From an optimization exercise on the open Yosys and OpenROAD flow, aimed at a short achievable clock period and few clock cycles per item; shortcuts taken in it are not production practice.
In this exercise RTL edits were held to simulation tests only and were not proved equivalent to the original.
Power is estimated from default activity; no workload was simulated.

File: design/flow/flow/run.sh
#!/bin/bash
set -euo pipefail
bash standard.sh synth > synth.log 2>&1
bash standard.sh \
  "BUFFER_PORTS_ARGS=-buffer_cell sky130_fd_sc_hd__buf_4" \
  "IO_CONSTRAINTS=$PWD/flow/io.tcl" \
  "SETUP_SLACK_MARGIN=${MARGIN:-5.5}" \
  finish > layout.log 2>&1
test -s out/final.def
File: design/flow/flow/io.tcl
# Result side on the right edge, word side on the left edge.
set_io_pin_constraint -pin_names {out_data_o[*] out_valid_o out_ready_i in_ready_o} -region right:*
set_io_pin_constraint -pin_names {in_data_i[*] in_valid_i} -region left:*
File: design/flow/standard.sh
#!/bin/bash
# synth_recipe.tcl (not shown) runs the flow's synth.tcl, then flattens the netlist and writes it again
# the make line also repeats each setting of config.mk as NAME=value (left out here)
make -C /OpenROAD-flow-scripts/flow DESIGN_CONFIG=/design/flow/config.mk WORK_HOME=/design/flow/orfs CLKGATE_MAP_FILE= SYNTH_SCRIPT=/design/flow/synth_recipe.tcl "${@:-finish}"
File: design/flow/config.mk
export PLATFORM = sky130hd
export DESIGN_NAME = vft_top
export DESIGN_NICKNAME = vft_top
export VERILOG_FILES = /design/flow/design.v
export SDC_FILE = /design/flow/constraint.sdc
export NUM_CORES = 4
export LEC_CHECK = 0
export ABC_CLOCK_PERIOD_IN_PS = 2500
export CAP_MARGIN = 20
export CORE_MARGIN = 2
export CORE_UTILIZATION = 55
export CTS_CLUSTER_DIAMETER = 100
export CTS_CLUSTER_SIZE = 20
export SLEW_MARGIN = 20
File: design/flow/constraint.sdc
create_clock -name core_clock -period 8.0 [get_ports {clk_i}]
set_input_delay 1.6000 -clock core_clock [delete_from_list [all_inputs] [get_ports {clk_i}]]
set_output_delay 1.6000 -clock core_clock [all_outputs]
set_load 0.01 [all_outputs]
File: design/flow/design.v
package vft_pkg;
  localparam logic OP_COUNT = 1'b0;
  localparam logic OP_READ  = 1'b1;
  localparam logic [2:0] ST_NEW         = 3'd0;
  localparam logic [2:0] ST_INCREMENTED = 3'd1;
  localparam logic [2:0] ST_FULL        = 3'd2;
  localparam logic [2:0] ST_READ_OK     = 3'd3;
  localparam logic [2:0] ST_UNUSED      = 3'd4;
  localparam logic [31:0] COUNT_MAX = 32'hFFFF_FFFF;
  typedef struct packed {
    logic               operation;
    logic signed [31:0] value;
    logic        [3:0]  index;
  } vft_in_t;
  typedef struct packed {
    logic signed [31:0] entry_value;
    logic        [31:0] entry_count;
    logic        [2:0]  status;
    logic        [4:0]  used_entries;
  } vft_out_t;
  typedef struct packed {
    logic [31:0] value;
    logic [31:0] count;
  } vft_entry_t;
  typedef enum logic [2:0] {
    S_IDLE,
    S_SCAN,
    S_APPEND,
    S_RDWAIT,
    S_DONE
  } vft_state_e;
endpackage
module value_frequency_table_core #(
  parameter int ENTRIES = 16
) (
  input  logic        clk_i,
  input  logic        rst_ni,
  input  logic        in_valid_i,
  output logic        in_ready_o,
  input  logic [36:0] in_data_i,
  output logic        out_valid_o,
  input  logic        out_ready_i,
  output logic [71:0] out_data_o
);
  localparam int N    = ENTRIES;
  localparam int FW   = $clog2(N + 1);
  localparam int CAP  = 4;            
  localparam int CW   = $clog2(CAP + 1);
  logic [N-1:0][31:0] tv_q;       
  logic [N-1:0][31:0] tc_q;       
  logic [N-1:0]       valid_q;    
  logic [N-1:0]       slot_q;     
  logic               full_q;     
  logic [FW-1:0]      fill_q;
  logic        in_ready_q;
  logic         b_vld_q;
  logic         b_op_q;
  logic [31:0]  b_val_q;
  logic [3:0]   b_idx_q;
  logic         b_new;
  localparam int NB = 4;              
  localparam int BW = 32 / NB;
  logic                  acc;
  logic [31:0]           a_val;
  logic [N-1:0][NB-1:0]  peq_d, peq_q;    
  logic [NB-1:0]         pby_d, pby_q;    
  assign acc   = in_valid_i & in_ready_q;
  assign a_val = in_data_i[35:4];
  always_comb begin
    for (int j = 0; j < NB; j++) begin
      pby_d[j] = (b_val_q[j*BW +: BW] == a_val[j*BW +: BW]);
      for (int k = 0; k < N; k++) begin
        peq_d[k][j] = (tv_q[k][j*BW +: BW] == a_val[j*BW +: BW]);
      end
    end
  end
  always_ff @(posedge clk_i or negedge rst_ni) begin
    if (!rst_ni) begin
      b_vld_q <= 1'b0;
    end else begin
      b_vld_q <= acc;
    end
  end
  always_ff @(posedge clk_i) begin
    b_op_q  <= in_data_i[36];
    b_val_q <= a_val;
    b_idx_q <= in_data_i[3:0];
    peq_q   <= peq_d;
    pby_q   <= pby_d;
  end
  logic         y_new_q;     
  logic [N-1:0] y_slot_q;    
  logic [N-1:0] hit_w;
  always_ff @(posedge clk_i or negedge rst_ni) begin
    if (!rst_ni) begin
      y_new_q <= 1'b0;
    end else begin
      y_new_q <= b_new;
    end
  end
  always_ff @(posedge clk_i) begin
    y_slot_q <= slot_q;
  end
  always_comb begin
    for (int k = 0; k < N; k++) begin
      hit_w[k] = b_vld_q & (b_op_q == vft_pkg::OP_COUNT) & valid_q[k] &
                 ((y_new_q & y_slot_q[k]) ? (&pby_q) : (&peq_q[k]));
    end
  end
  logic               b_anyhit;
  logic               b_miss;      
  logic [N-1:0][31:0] tc_inc;      
  logic [N-1:0]       sel_d;
  logic               rd_ok;
  logic [2:0]         status_d;
  assign b_anyhit = |hit_w;
  assign b_miss   = (b_op_q == vft_pkg::OP_COUNT) & ~b_anyhit & ~full_q;
  assign b_new    = b_vld_q & b_miss;
  assign rd_ok    = valid_q[b_idx_q];
  always_comb begin
    for (int k = 0; k < N; k++) begin
      tc_inc[k] = (tc_q[k] == vft_pkg::COUNT_MAX) ? tc_q[k] : tc_q[k] + 32'd1;
      sel_d[k]  = hit_w[k] | (b_miss & slot_q[k]) |
                  ((b_op_q == vft_pkg::OP_READ) & valid_q[k] & (b_idx_q == k[3:0]));
    end
    if (b_op_q == vft_pkg::OP_READ) begin
      status_d = rd_ok ? vft_pkg::ST_READ_OK : vft_pkg::ST_UNUSED;
    end else if (b_anyhit) begin
      status_d = vft_pkg::ST_INCREMENTED;
    end else begin
      status_d = full_q ? vft_pkg::ST_FULL : vft_pkg::ST_NEW;
    end
  end
  for (genvar k = 0; k < N; k++) begin : g_entry
    always_ff @(posedge clk_i) begin
      if (slot_q[k]) begin
        tv_q[k] <= b_val_q;
        tc_q[k] <= 32'd1;
      end else if (hit_w[k]) begin
        tc_q[k] <= tc_inc[k];
      end
    end
  end
  always_ff @(posedge clk_i or negedge rst_ni) begin
    if (!rst_ni) begin
      valid_q <= '0;
      slot_q  <= N'(1);
      full_q  <= 1'b0;
      fill_q  <= '0;
    end else if (b_new) begin
      valid_q <= valid_q | slot_q;
      slot_q  <= {slot_q[N-2:0], 1'b0};
      full_q  <= slot_q[N-1];
      fill_q  <= fill_q + FW'(1);
    end
  end
  logic         r_vld_q;
  logic         r_op_q;
  logic [N-1:0] r_sel_q;
  logic [2:0]   r_status_q;
  logic [31:0]  r_val_q;
  logic [31:0]  r_vmux, r_cmux;
  logic [71:0]  res_w;
  always_ff @(posedge clk_i or negedge rst_ni) begin
    if (!rst_ni) begin
      r_vld_q <= 1'b0;
    end else begin
      r_vld_q <= b_vld_q;
    end
  end
  always_ff @(posedge clk_i) begin
    r_op_q     <= b_op_q;
    r_sel_q    <= sel_d;
    r_status_q <= status_d;
    r_val_q    <= b_val_q;
  end
  always_comb begin
    r_vmux = '0;
    r_cmux = '0;
    for (int k = 0; k < N; k++) begin
      r_vmux = r_vmux | ({32{r_sel_q[k]}} & tv_q[k]);
      r_cmux = r_cmux | ({32{r_sel_q[k]}} & tc_q[k]);
    end
  end
  assign res_w = {((r_op_q == vft_pkg::OP_READ) ? r_vmux : r_val_q), r_cmux, r_status_q,
                  5'(fill_q)};
  localparam int QW = $clog2(CAP);
  logic              ov_q;
  logic [71:0]       head_q;
  logic [CAP-1:0][71:0] q_q;
  logic [QW-1:0]     rp_q, wp_q, rp_nx;
  logic [CW-1:0]     qn_q;
  logic              q_any;
  logic              take;
  logic [71:0]       cand_hold, cand_take, cand_rdy;
  assign q_any = (qn_q != '0);
  assign take  = q_any & out_ready_i;
  assign rp_nx = (rp_q == QW'(CAP - 1)) ? '0 : rp_q + QW'(1);
  assign cand_hold = (qn_q == '0)     ? res_w : q_q[rp_q];
  assign cand_take = (qn_q == CW'(1)) ? res_w : q_q[rp_nx];
  assign cand_rdy  = q_any ? cand_take : cand_hold;
  always_ff @(posedge clk_i or negedge rst_ni) begin
    if (!rst_ni) begin
      ov_q <= 1'b0;
      rp_q <= '0;
      wp_q <= '0;
      qn_q <= '0;
    end else begin
      if (take) begin
        ov_q <= (qn_q > CW'(1)) | r_vld_q;
        rp_q <= rp_nx;
      end else begin
        ov_q <= q_any | r_vld_q;
      end
      if (r_vld_q) begin
        wp_q <= (wp_q == QW'(CAP - 1)) ? '0 : wp_q + QW'(1);
      end
      qn_q <= qn_q + CW'(r_vld_q) - CW'(take);
    end
  end
  always_ff @(posedge clk_i) begin
    head_q <= out_ready_i ? cand_rdy : cand_hold;
    for (int s = 0; s < CAP; s++) begin
      if (r_vld_q && (wp_q == QW'(s))) begin
        q_q[s] <= res_w;
      end
    end
  end
  assign out_valid_o = ov_q;
  assign out_data_o  = head_q;
  logic [CW-1:0] cred_q;
  always_ff @(posedge clk_i or negedge rst_ni) begin
    if (!rst_ni) begin
      cred_q <= '0;
    end else begin
      cred_q <= cred_q + CW'(acc) - CW'(take);
    end
  end
  always_ff @(posedge clk_i) begin
    if (acc && !take) begin
      in_ready_q <= (32'(cred_q) + 1 < CAP);
    end else if (!acc && take) begin
      in_ready_q <= 1'b1;
    end else begin
      in_ready_q <= (32'(cred_q) < CAP);
    end
  end
  assign in_ready_o = in_ready_q;
endmodule
module vft_top (
  input  logic        clk_i,
  input  logic        rst_ni,
  input  logic        in_valid_i,
  output logic        in_ready_o,
  input  logic [36:0] in_data_i,
  output logic        out_valid_o,
  input  logic        out_ready_i,
  output logic [71:0] out_data_o
);
  value_frequency_table_core #(
    .ENTRIES (16)
  ) u_core (
    .clk_i       (clk_i),
    .rst_ni      (rst_ni),
    .in_valid_i  (in_valid_i),
    .in_ready_o  (in_ready_o),
    .in_data_i   (in_data_i),
    .out_valid_o (out_valid_o),
    .out_ready_i (out_ready_i),
    .out_data_o  (out_data_o)
  );
endmodule
==> flow_summary.toml, run 1 <==
[outcome]
status = "no timing/DRC/antenna violations"

[critical_path]
start_kind = "register"
path_class = "reg2out"
slowest_stage = "dfrtp_2"
cpLargestDelayFamily = "flip-flops"
cp_cell_sequence = "buf_6"
cp.arrival_ps = 1330
crit_path_max_incr_delay_ps = 460
end_kind = "output port"
worstPathRequired_ps = 6400
cp_max_fo = 1
critPathBufInv = 1

[timing]
worst_slew_pin_slew_ps = 1110
rsz0062_at_grt = "true"
fin_skew_ps = 36.8
timing.slew.headroom = 0.258
period_minus_slack_ps = 2930
setup_ws_ps = 5070
tns_ps = 0
hold_violations = 0
setup_viol = 0
period_share = 0.366
max_freq_ghz = 0.342
slew_viol_final = 0

[pwr]
p_comb_frac = 0.213
swShare = 0.281
seqPwrFrac = 0.523
leakagePower_nw = 27.3
vdd_drop_max_mv = 0.306
power.density_nw_per_um2 = 232
power.internal_mw = 13.5
p_sw_mw = 5.29
p_clk_frac = 0.264

[global_routing]
grt_max_degree = 70
globalRouteTotalUtil = 0.377
gr-total-overflow = 0
grt_pass1_vias = 50300
grt_pass1_wl_um = 366000
antenna_found_initial = 10

[synthesis]
synthesis.nets = 6306
synthAdderAreaFrac = 0.00573
synth_top_family_by_area = "simple AND/OR/NAND/NOR gates"
synth_edf_count = 800
synth_compound_area_frac = 0.0943
yosysSeqAreaShare = 0.558
async_flop_share = 0.0323
synth_xor_area_frac = 0.117
syn_area_per_cell_um2 = 11.6
ys_warn_count = 1
synth_mux_area_frac = 0.0587
synth_cells = 6233
synth-seq-cells = 1610
syn_area_um2 = 72500
yosys.area_share.simple = 0.141
synth_flop_cell = "edfxtp_1"
synth.distinct_cells = 81

[placement]
io_buffers = 114
hpwl_um = 173000
place_ws_ps = 4470
place_congestion = 0.979

[final_layout]
postLayoutCoreUtil = 0.618
nets = 6363
area_growth_pct = 11.8
final_common_cell = "edfxtp_1"
drive_gt1_frac = 0.150
final_cell_mix = "edfxtp_1, xnor2_1, nor2_1, dfxtp_1, nand4_1"

[route]
drcViolationCount = 0
drt-initial-drc-count = 7984
routed_wl_um = 262000
ant_nets = 0
via_count = 54400
via_per_inst = 6.70
wl_per_cell_um = 32.3
drt-pass1-iter-count = 6

[floorplan]
io_pins = 115
core-area_um2 = 131000
die_area_um2 = 135000
rows = 133
die_w_um = 367
die_h_um = 367
start_util = 0.553

[clock_network]
cts_tree = "done"
clock_sinks = 1610
clockBufferDepth = 3
clk_pin_slew_worst_paths_ps = 90
numCtsBuffers = 90
root_buffer = "clkbuf_16"
ctsHoldBuffers = 0
cts_max_level = 3
clkLatencyLatePin_ps = 750

[job]
cap_violations = 0

[hold_path]
worst_hold_path_type = "reg2reg"
[per-layer routing]
metal,vias to the layer above,share of wire,GRT usage
li1,23300,-,-
met1,27200,0.39,0.509
met2,3229,0.45,0.577
met3,559,0.11,0.0876
met4,12,0.056,0.175
met5,-,0.00033,0
[sequential cells by signal, summed over array words and instances, names as in the netlist, 16 cells and up]
register and count:
u_core.peq_q 64, u_core.tv_q 512, u_core.y_slot_q 16, u_core.q_q 288, u_core.tc_q 512, u_core.slot_q 16, u_core.b_val_q 32, u_core.head_q 72
u_core.r_val_q 32, u_core.valid_q 16, u_core.r_sel_q 16
[Yosys cell counts, types with 88 or more instances]
| cell | number | area, um^2 |
|---|---|---|
| inv_1 | 106 | 398 |
| nor3_1 | 90 | 450 |
| mux4_2 | 149 | 3360 |
| o21ai_0 | 112 | 561 |
| nand2_1 | 263 | 987 |
| nor2_1 | 639 | 2400 |
| xor2_1 | 220 | 1930 |
| or3_1 | 88 | 551 |
| dfxtp_1 | 758 | 15200 |
| a22o_1 | 212 | 1860 |
| nand4_1 | 345 | 2160 |
| clkbuf_1 | 272 | 1020 |
| a221oi_1 | 241 | 2110 |
| edfxtp_1 | 800 | 24000 |
| a21oi_1 | 132 | 661 |
| nand3_1 | 239 | 1200 |
| xnor2_1 | 745 | 6530 |
| and3_1 | 127 | 795 |
| a22oi_1 | 88 | 661 |
[cell families after synthesis]
logic type	count (synthesis)
buf+inv	473
simple gates	2007
xor+xnor	965
fa+ha+maj	32
flops	1610
compound gates	909
mux	237
[per-stage QoR]
step	cell area [um^2]	std cells	hold WS [ps]	total power [mW]
floorplan	72800	6233	389	12.2
global placement	74900	7798	462	13.4
detailed placement	74900	7798	462	13.5
CTS	79700	8039	467	18.8
global route	81100	8109	489	19.5
finish	81100	8113	481	18.8
[cell type report]
class,instances,area (um^2)
Fill cell,10600,50100
Sequential cell,1610,40900
Multi-Input combinational cell,4155,31500
Timing Repair Buffer,327,3540
Clock buffer,150,2530
Tap cell,1755,2200
Inverter,106,400
Clock inverter,6,71.3
Antenna cell,4,10.0
[power by group through the flow]
| stage | clock network (mW) | logic [mW] | registers (mW) |
|---|---|---|---|
| finish | 4.96 | 4.01 | 9.82 |
| global route | 5.31 | 4.29 | 9.86 |
| global placement | 0 | 3.49 | 9.94 |
| detailed placement | 0 | 3.53 | 9.96 |
| CTS | 5.01 | 3.97 | 9.79 |
| floorplan | 0 | 2.50 | 9.68 |
[repair_timing]
action / in CTS / in global routing
gates resized for setup: 356 / 174
endpoints found under the setup margin: 940 / 434
pin swaps: 42 / 40
buffers inserted: 78 / 67
gates cloned: 7 / 3
[final timing paths]
check | end | slack (ps) | start | cells after the start
worst max-delay path | out_valid_o | 5070 | u_core.ov_q | 1
max in group asynchronous | u_core.slot_q[14] | 6490 | rst_ni | 1
min in group asynchronous | u_core.slot_q[11] | 920 | rst_ni | 1
worst min register to register | u_core.r_vld_q | 480 | u_core.b_vld_q | 0
worst min-delay path | u_core.r_vld_q | 480 | u_core.b_vld_q | 0
worst max register to register | u_core.fill_q[1] | 5470 | u_core.y_new_q | 10
Testbench counts, summed over its fixed seeds: cycles 12,992, items 12,800.
==> inputs of run 2 (changes only) <==
--- a/design/flow/flow/run.sh
+++ b/design/flow/flow/run.sh
@@ -5,4 +5,5 @@
   "BUFFER_PORTS_ARGS=-buffer_cell sky130_fd_sc_hd__buf_4" \
   "IO_CONSTRAINTS=$PWD/flow/io.tcl" \
+  "PRE_DETAIL_PLACE_TCL=$PWD/flow/out_flops.tcl" \
   "SETUP_SLACK_MARGIN=${MARGIN:-5.5}" \
   finish > layout.log 2>&1
==> design/flow/flow/out_flops.tcl (new file) <==
# Before detailed placement: move each flip-flop that drives an output port's
# buffer onto that buffer's spot, so the register sits by its pin; detailed
# placement then legalizes it next to the buffer. Nothing else changes.
set block [ord::get_db_block]
set moved 0
foreach bt [$block getBTerms] {
  if {[$bt getIoType] != "OUTPUT"} { continue }
  set net [$bt getNet]
  if {$net == "NULL"} { continue }
  set buf ""
  foreach it [$net getITerms] {
    if {[$it isOutputSignal]} { set buf [$it getInst] }
  }
  if {$buf == ""} { continue }
  set drv ""
  foreach it [$buf getITerms] {
    if {[$it isInputSignal]} {
      set in [$it getNet]
      if {$in == "NULL"} { continue }
      foreach jt [$in getITerms] {
        if {[$jt isOutputSignal]} { set drv [$jt getInst] }
      }
    }
  }
  if {$drv == "" || ![string match "*__df*" [[$drv getMaster] getName]]} { continue }
  set loc [$buf getLocation]
  $drv setLocation [lindex $loc 0] [lindex $loc 1]
  incr moved
}
puts "out_flops: moved $moved output flip-flops next to their port buffers"
--- a/design/flow/config.mk
+++ b/design/flow/config.mk
@@ -9,5 +9,5 @@
 export CAP_MARGIN = 20
 export CORE_MARGIN = 2
-export CORE_UTILIZATION = 55
+export CORE_UTILIZATION = 45
 export CTS_CLUSTER_DIAMETER = 100
 export CTS_CLUSTER_SIZE = 20
==> run 2 against run 1 <==
Effect of this change:
- highest routed layer unchanged
- still clean
- count of clock-buffer cells in the layout down 2
- clock power grew 1%
- critical path depth stayed put
- sequential cell count is the same
- core utilization is 10 points lower
- sequential power fell by 2.2%
- synthesized cell count stayed put
- worst setup slack better by 99 ps
- area after synthesis did not move
- total power is 4.1% higher
- clock skew down 9.6 ps
==> flow_summary.toml, run 2 <==
[outcome]
status = "no timing/DRC/antenna violations"

[critical_path]
cp_max_fo = 1
r2r-end = "u_core.r_status_q[1]"
startpoint = "u_core.ov_q"
cpLargestDelayFamily = "flip-flops"
r2r_slack_ps = 5370
worstPathRequired_ps = 6400
slowest_stage = "dfrtp_1"
path_class = "reg2out"
crit_path_max_incr_delay_ps = 380
cp.arrival_ps = 1230
critPathBufInv = 1
crit_cells = 1
timing.rr.start = "u_core.y_new_q"
endpoint = "out_valid_o"
start_kind = "register"
end_kind = "output port"
cp_cell_sequence = "buf_6"
r2r_cells = 10

[pwr]
leakagePower_nw = 27.9
total_power_mw = 19.6
vdd_drop_max_mv = 0.248
power.density_nw_per_um2 = 236

[floorplan]
io_pins = 115
die_area_um2 = 164000
core-area_um2 = 160000
die_w_um = 405
rows = 147
start_util = 0.452
die_h_um = 405

[synthesis]
synth_cells = 6233
synth-seq-cells = 1610
ys_warn_count = 1
synth_most_common_cell = "edfxtp_1"
synth_common_cells = "edfxtp_1, dfxtp_1, xnor2_1"
synthTopCellsByArea = "edfxtp_1, dfxtp_1, xnor2_1"
synth.distinct_cells = 81
synth_edf_count = 800
synth_top_cell_by_area = "edfxtp_1"
synthesis.nets = 6306
syn_area_per_cell_um2 = 11.6
syn_area_um2 = 72500
synth_flop_cell = "edfxtp_1"
async_flop_share = 0.0323
synth_top_area_frac = 0.331
yosysSeqAreaShare = 0.558

[placement]
hpwl_um = 173000
io_buffers = 114
place_congestion = 0.968

[final_layout]
postLayoutCoreUtil = 0.517
nets = 6433
drive_gt1_frac = 0.164
largestRegisters = "u_core.tc_q (512), u_core.tv_q (512), u_core.q_q (288)"
area_growth_pct = 14.3
final_cell_mix = "edfxtp_1, xnor2_1, dfxtp_1"
num-fill-cells = 13900
final_common_cell = "edfxtp_1"

[route]
drt-initial-drc-count = 7897
wl_per_cell_um = 31.2
drt-pass1-iter-count = 5
ant_nets = 0
via_per_inst = 6.44
drcViolationCount = 0
via_count = 55300
routed_wl_um = 268000

[timing]
worst_slew_pin_slew_ps = 1180
fin_skew_ps = 27.2
slew_viol_final = 0
rsz0062_at_grt = "true"
hold_violations = 0
setup_viol = 0
timing.slew.headroom = 0.212
tns_ps = 0
period_share = 0.353
period_minus_slack_ps = 2830
max_freq_ghz = 0.354

[clock_network]
clock_sinks = 1610
ctsHoldBuffers = 0
clockBufferDepth = 3
cts_tree = "done"
clkLatencyLatePin_ps = 740
numCtsBuffers = 90
cts_max_level = 3
clk_pin_slew_worst_paths_ps = 90
root_buffer = "clkbuf_16"

[global_routing]
globalRouteTotalUtil = 0.315
grt_pass1_wl_um = 373000
gr-total-overflow = 0
antenna_found_initial = 18
grt_max_degree = 70
grt_pass1_vias = 51200

[job]
cap_violations = 0

[hold_path]
worst_hold_path_type = "reg2reg"
## run 2: worst min path at each step
stage | start | cells after the start | slack (ps) | endpoint
2_1_floorplan | u_core.b_vld_q | 0 | 390 | u_core.r_vld_q
3_3_place_gp | u_core.tc_q[63] | 2 | 470 | u_core.tc_q[63]
3_5_place_dp | u_core.tc_q[321] | 2 | 490 | u_core.tc_q[321]
4_1_cts | u_core.tc_q[321] | 2 | 500 | u_core.tc_q[321]
5_1_grt | u_core.b_op_q | 0 | 490 | u_core.r_op_q
6_report | u_core.tc_q[379] | 2 | 510 | u_core.tc_q[379]
## run 2: metrics by stage
stage | std cells | instance area [um^2] | setup slack [ps] | hold slack [ps]
floorplan | 6233 | 72800 | 5120 | 389
global placement | 8202 | 75400 | 4030 | 473
detailed placement | 8202 | 75400 | 3220 | 488
CTS | 8516 | 81600 | 5100 | 501
global route | 8584 | 82900 | 5120 | 494
finish | 8587 | 82900 | 5170 | 508
## run 2: per-layer routing
layer / routed length, um / global-route usage / part of all wire
met1: 107000 / 0.439 / 0.40
met2: 117000 / 0.478 / 0.44
met3: 29700 / 0.0630 / 0.11
met4: 14000 / 0.134 / 0.052
met5: 70 / 0 / 0.00026
## run 2: logic make-up after synthesis
logic type	count (synthesis)	share of synthesized area
simple gates	2007	0.141
fa+ha+maj	32	0.00573
mux	237	0.0587
buf+inv	473	0.0255
flops	1610	0.558
xor+xnor	965	0.117
compound gates	909	0.0943
## run 2: worst register-to-register path, delay by kind of cell, from the launching register on
| family | cells | cell delay (ps) |
|---|---|---|
| buffers and inverters | 4 | 600 |
| AO/OA/AOI/OAI | 2 | 570 |
| AND/OR/NAND/NOR | 3 | 670 |
| flip-flops | 1 | 480 |
| multiplexers | 1 | 190 |
## run 2: cell type report
| class | count | area, um^2 | area share |
|---|---|---|---|
| tap | 2160 | 2700 | 0.0326 |
| sequential | 1610 | 40800 | 0.491 |
| timing repair buffer | 395 | 4540 | 0.0548 |
| clock buffer | 148 | 2500 | 0.0302 |
| clock inverter | 8 | 128 | 0.00154 |
| multi-input combinational | 4157 | 31900 | 0.385 |
| antenna | 3 | 7.51 | 0.0000905 |
| inverter | 106 | 400 | 0.00483 |
## run 2: timing repair
action,4_1_cts,5_1_grt
setup buffers,144,57
pin swaps,50,50
gates resized for setup,415,165
gates cloned,14,11
endpoints found under the setup margin,966,428
## run 2: power breakdown
group | leakage [nW] | switching [mW] | total (mW) | internal [mW]
Clock | 1.25 | 2.84 | 5.02 | 2.18
Sequential | 14.0 | 0.343 | 9.60 | 9.25
Combinational | 12.6 | 2.60 | 4.96 | 2.36
Total | 27.9 | 5.78 | 19.6 | 13.8
==> inputs of run 3 (changes only) <==
--- a/design/flow/config.mk
+++ b/design/flow/config.mk
@@ -9,5 +9,5 @@
 export CAP_MARGIN = 20
 export CORE_MARGIN = 2
-export CORE_UTILIZATION = 45
+export CORE_UTILIZATION = 55
 export CTS_CLUSTER_DIAMETER = 100
 export CTS_CLUSTER_SIZE = 20
==> run 3 against run 2 <==
Effect of this change:
- first-iteration DRC count up 3.8%
- area after synthesis unchanged
- critical endpoint unchanged
- hold slack got worse by 58 ps
- via count shrank 0.23%
- die area shrank 18%
- wire length is 0.83% higher
- sequential cell count is the same
- core utilization rose by 11 points
- design area shrank 0.56%
- critical path depth stayed put
- sequential power hardly changed
==> flow_summary.toml, run 3 <==
[global_routing]
grt_pass1_wl_um = 374000
globalRouteTotalUtil = 0.386
antenna_found_initial = 23
gr-total-overflow = 0
grt_max_degree = 70
grt_pass1_vias = 51100

[route]
via_per_inst = 6.73
ant_nets = 0
via_count = 55100
drcViolationCount = 0
drt-initial-drc-count = 8199
drt-pass1-iter-count = 6
routed_wl_um = 270000
wl_per_cell_um = 32.9

[critical_path]
r2r-end = "u_core.r_sel_q[5]"
r2r_cells = 13
cp_cell_sequence = "buf_6"
path_class = "reg2out"
startpoint = "u_core.ov_q"
endpoint = "out_valid_o"
slowest_stage = "dfrtp_1"
end_kind = "output port"
worstPathRequired_ps = 6400
r2r_slack_ps = 5370
crit_cells = 1
timing.rr.start = "u_core.y_new_q"
cp.arrival_ps = 1290
cp_max_fo = 1
start_kind = "register"
critPathBufInv = 1
cpLargestDelayFamily = "flip-flops"
crit_path_max_incr_delay_ps = 410

[synthesis]
syn_area_per_cell_um2 = 11.6
synth-seq-cells = 1610
ys_warn_count = 1
yosysSeqAreaShare = 0.558
async_flop_share = 0.0323
synth_mux_area_frac = 0.0587
synth_top_area_frac = 0.331
yosys.area_share.simple = 0.141
synth_top_family_by_area = "simple AND/OR/NAND/NOR gates"
synth_flop_cell = "edfxtp_1"
synth_edf_count = 800
synth_common_cells = "edfxtp_1, dfxtp_1, xnor2_1"
synth_compound_area_frac = 0.0943
synth_xor_area_frac = 0.117
synth_most_common_cell = "edfxtp_1"
synthTopCellsByArea = "edfxtp_1, dfxtp_1, xnor2_1"
synth_top_cell_by_area = "edfxtp_1"
synth_cells = 6233
synthAdderAreaFrac = 0.00573
synth.distinct_cells = 81
synthesis.nets = 6306
syn_area_um2 = 72500

[clock_network]
cts_tree = "done"
cts_max_level = 3
clk_pin_slew_worst_paths_ps = 90
numCtsBuffers = 90
clockBufferDepth = 3
root_buffer = "clkbuf_16"
clkLatencyLatePin_ps = 750
clock_sinks = 1610
ctsHoldBuffers = 0

[pwr]
swShare = 0.294
leakagePower_nw = 28.0
p_sw_mw = 5.67
power.internal_mw = 13.6
power.density_nw_per_um2 = 234
p_clk_frac = 0.260
seqPwrFrac = 0.499
vdd_drop_max_mv = 0.276
p_comb_frac = 0.242

[floorplan]
core-area_um2 = 131000
start_util = 0.553
io_pins = 115
rows = 133
die_h_um = 367
die_w_um = 367
die_area_um2 = 135000

[timing]
rsz0062_at_grt = "true"
setup_viol = 0
fin_skew_ps = 28.8
period_minus_slack_ps = 2890
tns_ps = 0
max_freq_ghz = 0.347
hold_violations = 0
period_share = 0.361
worst_slew_pin_slew_ps = 1140
timing.slew.headroom = 0.242
slew_viol_final = 0

[outcome]
status = "no timing/DRC/antenna violations"

[job]
cap_violations = 0

[final_layout]
drive_gt1_frac = 0.166
largestRegisters = "u_core.tc_q (512), u_core.tv_q (512), u_core.q_q (288)"
final_common_cell = "edfxtp_1"
nets = 6437
area_growth_pct = 13.7
postLayoutCoreUtil = 0.629
num-fill-cells = 10300
final_cell_mix = "edfxtp_1, xnor2_1, nor2_1, dfxtp_1, nand4_1"

[placement]
place_congestion = 0.979
io_buffers = 114
hpwl_um = 174000

[hold_path]
worst_hold_path_type = "reg2reg"
## run 3: power by group through the flow
stage | clock [mW] | combinational, mW | sequential (mW)
CTS | 5.05 | 4.52 | 9.57
detailed placement | 0 | 3.86 | 9.78
finish | 5.01 | 4.65 | 9.61
global placement | 0 | 3.49 | 9.94
floorplan | 0 | 2.50 | 9.68
global route | 5.32 | 4.89 | 9.65
## run 3: per-layer routing
| metal | track usage | wire length, um | up-vias |
|---|---|---|---|
| met5 | 0 | 78 | - |
| met4 | 0.189 | 16100 | 12 |
| met3 | 0.0914 | 29800 | 656 |
| met2 | 0.590 | 120000 | 3328 |
| met1 | 0.517 | 104000 | 27700 |
| li1 | - | - | 23500 |
## run 3: area by class of cell
type / instances / area, um^2 / share of cell area
antenna: 13 / 32.5 / 0.000394
sequential: 1610 / 40800 / 0.495
multi-input combinational: 4155 / 31900 / 0.387
clock inverter: 6 / 71.3 / 0.000865
timing repair buffer: 401 / 4530 / 0.0549
clock buffer: 152 / 2550 / 0.0309
tap: 1755 / 2200 / 0.0266
inverter: 106 / 400 / 0.00485
## run 3: stage by stage
step	std cells	area, um^2	hold WS, ps	setup slack [ps]	power (mW)
after detailed placement	7798	74900	475	3670	13.6
after CTS	8108	81000	452	5070	19.1
after global routing	8186	82400	455	5100	19.9
after floorplan	6233	72800	389	5120	12.2
after global placement	7798	74900	462	4500	13.4
final	8198	82500	449	5110	19.3
## run 3: timing repair
action | 4_1_cts | 5_1_grt
gates cloned | 12 | 5
pin swaps | 55 | 58
setup endpoints to repair | 932 | 434
gates resized for setup | 408 | 180
setup buffers | 140 | 72
## run 3: how the worst min path moves through the flow
| stage | from | to | slack, ps | cells after the start |
|---|---|---|---|---|
| after floorplan | u_core.b_vld_q | u_core.r_vld_q | 390 | 0 |
| final | u_core.b_vld_q | u_core.r_vld_q | 450 | 0 |
| after CTS | u_core.b_vld_q | u_core.r_vld_q | 450 | 0 |
| after global routing | u_core.b_vld_q | u_core.r_vld_q | 460 | 0 |
| after detailed placement | u_core.b_op_q | u_core.r_op_q | 480 | 0 |
| after global placement | u_core.b_op_q | u_core.r_op_q | 460 | 0 |
## run 3: cells by family (layout without fill, tap and decap cells)
family | Yosys count | after routing
AO/OA/AOI/OAI | 909 | 910
XOR/XNOR | 965 | 965
adder cells (fa/ha/maj) | 32 | 32
buffers and inverters | 473 | 665
flip-flops | 1610 | 1610
multiplexers | 237 | 237
other | 0 | 13
AND/OR/NAND/NOR | 2007 | 2011
==> inputs of run 4 (changes only) <==
--- a/design/flow/config.mk
+++ b/design/flow/config.mk
@@ -9,6 +9,6 @@
 export CAP_MARGIN = 20
 export CORE_MARGIN = 2
-export CORE_UTILIZATION = 55
+export CORE_UTILIZATION = 45
 export CTS_CLUSTER_DIAMETER = 100
-export CTS_CLUSTER_SIZE = 20
+export CTS_CLUSTER_SIZE = 22
 export SLEW_MARGIN = 20
==> run 4 against run 3 <==
Effect of this change:
- sequential cell count unchanged
- largest power group unchanged
- clock power down 4.8%
- largest cell class unchanged
- worst setup slack better by 45 ps
- via count down 0.34%
- area after synthesis unchanged
- critical path type unchanged
==> flow_summary.toml, run 4 <==
[synthesis]
yosysSeqAreaShare = 0.558
synth_cells = 6233
ys_warn_count = 1
synth_common_cells = "edfxtp_1, dfxtp_1, xnor2_1"
async_flop_share = 0.0323
synthTopCellsByArea = "edfxtp_1, dfxtp_1, xnor2_1"
syn_area_um2 = 72500
synth-seq-cells = 1610
synth_flop_cell = "edfxtp_1"
synth_top_cell_by_area = "edfxtp_1"
synthesis.nets = 6306
synth.distinct_cells = 81
syn_area_per_cell_um2 = 11.6
synth_edf_count = 800
synth_top_area_frac = 0.331
synth_most_common_cell = "edfxtp_1"

[timing]
worst_slew_pin_slew_ps = 1220
hold_violations = 0
tns_ps = 0
rsz0062_at_grt = "true"
timing.slew.headroom = 0.185
period_share = 0.355
max_freq_ghz = 0.352
fin_skew_ps = 33.1
slew_viol_final = 0
period_minus_slack_ps = 2840
hold_ws_ps = 501
setup_viol = 0

[final_layout]
num-fill-cells = 13900
area_growth_pct = 14.3
multi_input_area_um2 = 32200
final_cell_mix = "edfxtp_1, xnor2_1, dfxtp_1"
nets = 6427
seq_area_um2 = 40800
largestRegisters = "u_core.tc_q (512), u_core.tv_q (512), u_core.q_q (288)"
final_common_cell = "edfxtp_1"
drive_gt1_frac = 0.171

[clock_network]
clock_sinks = 1610
clkLatencyLatePin_ps = 730
clk_pin_slew_worst_paths_ps = 90
cts_max_level = 3
numCtsBuffers = 83
clockBufferDepth = 3
ctsHoldBuffers = 0
root_buffer = "clkbuf_16"
cts_tree = "done"

[placement]
place_congestion = 0.968
io_buffers = 114
hpwl_um = 173000

[route]
drcViolationCount = 0
via_count = 55000
ant_nets = 0
routed_wl_um = 267000
via_per_inst = 6.41
drt-initial-drc-count = 7814
wl_per_cell_um = 31.2
drt-pass1-iter-count = 6

[floorplan]
die_w_um = 405
io_pins = 115
die_h_um = 405
core-area_um2 = 160000
die_area_um2 = 164000
rows = 147
start_util = 0.452

[pwr]
power.density_nw_per_um2 = 232
total_power_mw = 19.3
vdd_drop_max_mv = 0.268
leakagePower_nw = 28.0

[critical_path]
slowest_stage = "dfrtp_1"
cp_max_fo = 1
end_kind = "output port"
cpLargestDelayFamily = "flip-flops"
cp_cell_sequence = "buf_6"
path_class = "reg2out"
cp.arrival_ps = 1240
crit_path_max_incr_delay_ps = 390
worstPathRequired_ps = 6400
start_kind = "register"
critPathBufInv = 1

[global_routing]
grt_max_degree = 70
gr-total-overflow = 0
grt_pass1_vias = 51200
globalRouteTotalUtil = 0.315
antenna_found_initial = 28
grt_pass1_wl_um = 373000

[hold_path]
worst_hold_path_type = "reg2reg"

[outcome]
status = "no timing/DRC/antenna violations"

[job]
cap_violations = 0
[run 4: per-layer routing]
layer  part of all wire  track usage  up-vias
met4              0.053        0.134       10
met1               0.40        0.439    27900
met2               0.44        0.477     3104
met5            0.00017            0        -
li1                   -            -    23400
met3               0.11       0.0653      543
[run 4: area by class of cell]
class / count / share of cell area
clock buffer: 134 / 0.0276
clock inverter: 7 / 0.00106
inverter: 106 / 0.00483
timing repair buffer: 397 / 0.0539
sequential: 1610 / 0.492
antenna: 5 / 0.000151
tap: 2160 / 0.0326
multi-input combinational: 4156 / 0.388
[run 4: logic make-up after synthesis]
kind of cell	count (synthesis)	share of synthesized area
mux	237	0.0587
buf+inv	473	0.0255
xor+xnor	965	0.117
flops	1610	0.558
simple gates	2007	0.141
fa+ha+maj	32	0.00573
compound gates	909	0.0943
[run 4: worst reg2reg max path, delay by kind of cell (launching register included)]
family / cells / cell delay (ps)
AOI/OAI and AO/OA: 1 / 320
muxes: 2 / 560
buffers and inverters: 5 / 690
DFF: 1 / 460
and+or+nand+nor: 3 / 670
[run 4: through the flow]
stage | utilization | area [um^2] | setup slack [ps] | std cells
2_1_floorplan | - | 72800 | 5120 | 6233
5_1_grt | 0.517 | 82900 | 5110 | 8570
6_report | 0.517 | 82900 | 5160 | 8575
3_5_place_dp | 0.470 | 75400 | 3220 | 8202
4_1_cts | 0.508 | 81400 | 5120 | 8508
3_3_place_gp | 0.470 | 75400 | 4030 | 8202
[run 4: timing repair]
item	in CTS	in global routing
endpoints found under the hold margin	0	0
cloned	16	4
pin swaps	58	66
setup endpoints to repair	964	484
resized for setup	403	257
setup buffers	149	58
[run 4: final timing paths]
path                       cells after the start  slack (ps)             start           endpoint
setup / recovery                               1        5160       u_core.ov_q        out_valid_o
hold / removal                                 2         500  u_core.tc_q[321]   u_core.tc_q[321]
setup reg to reg                              11        5180    u_core.y_new_q   u_core.slot_q[5]
hold reg to reg                                2         500  u_core.tc_q[321]   u_core.tc_q[321]
max in group asynchronous                      1        6430            rst_ni  u_core.slot_q[15]
min in group asynchronous                      1         950            rst_ni     u_core.rp_q[0]
[run 4: where the power goes]
group          switching (mW)  internal [mW]  total (mW)
clock network            2.77           2.00        4.77
registers               0.341           9.25        9.59
logic                    2.59           2.32        4.91

==> what the ideal ports hide <==
In the flow no input, the clock included, has a driving cell. The finished layouts below were timed again as built, in two steps. Step 1 sets driving cells, clkbuf_16 on the clock port and buf_2 on the other inputs (assumed; they add their load-dependent delay and slew). Step 2 also shifts input and output timing later by t, the mid clock arrival at the registers, as if the neighbouring blocks saw the same clock. Slacks: no drivers / after step 1 / after step 2; pairs: no drivers / after step 1.
run | shift t [ns] | setup WS [ns] | latest minus earliest clock arrival (ns) | pins driven straight from the clock port
run 1 | 0.818 | 5.074 / 4.990 / 4.751 | 0.039 / 0.039 | 1
run 2 | 0.808 | 5.173 / 5.091 / 4.800 | 0.028 / 0.028 | 1
run 3 | 0.823 | 5.115 / 5.028 / 4.762 | 0.030 / 0.030 | 1
run 4 | 0.802 | 5.159 / 5.075 / 4.803 | 0.049 / 0.049 | 1
After both steps setup and hold are still met in every run listed. For run 2, which loses most, drivers alone change the setup slack by -0.082 ns; drivers and shift together by -0.373 ns.
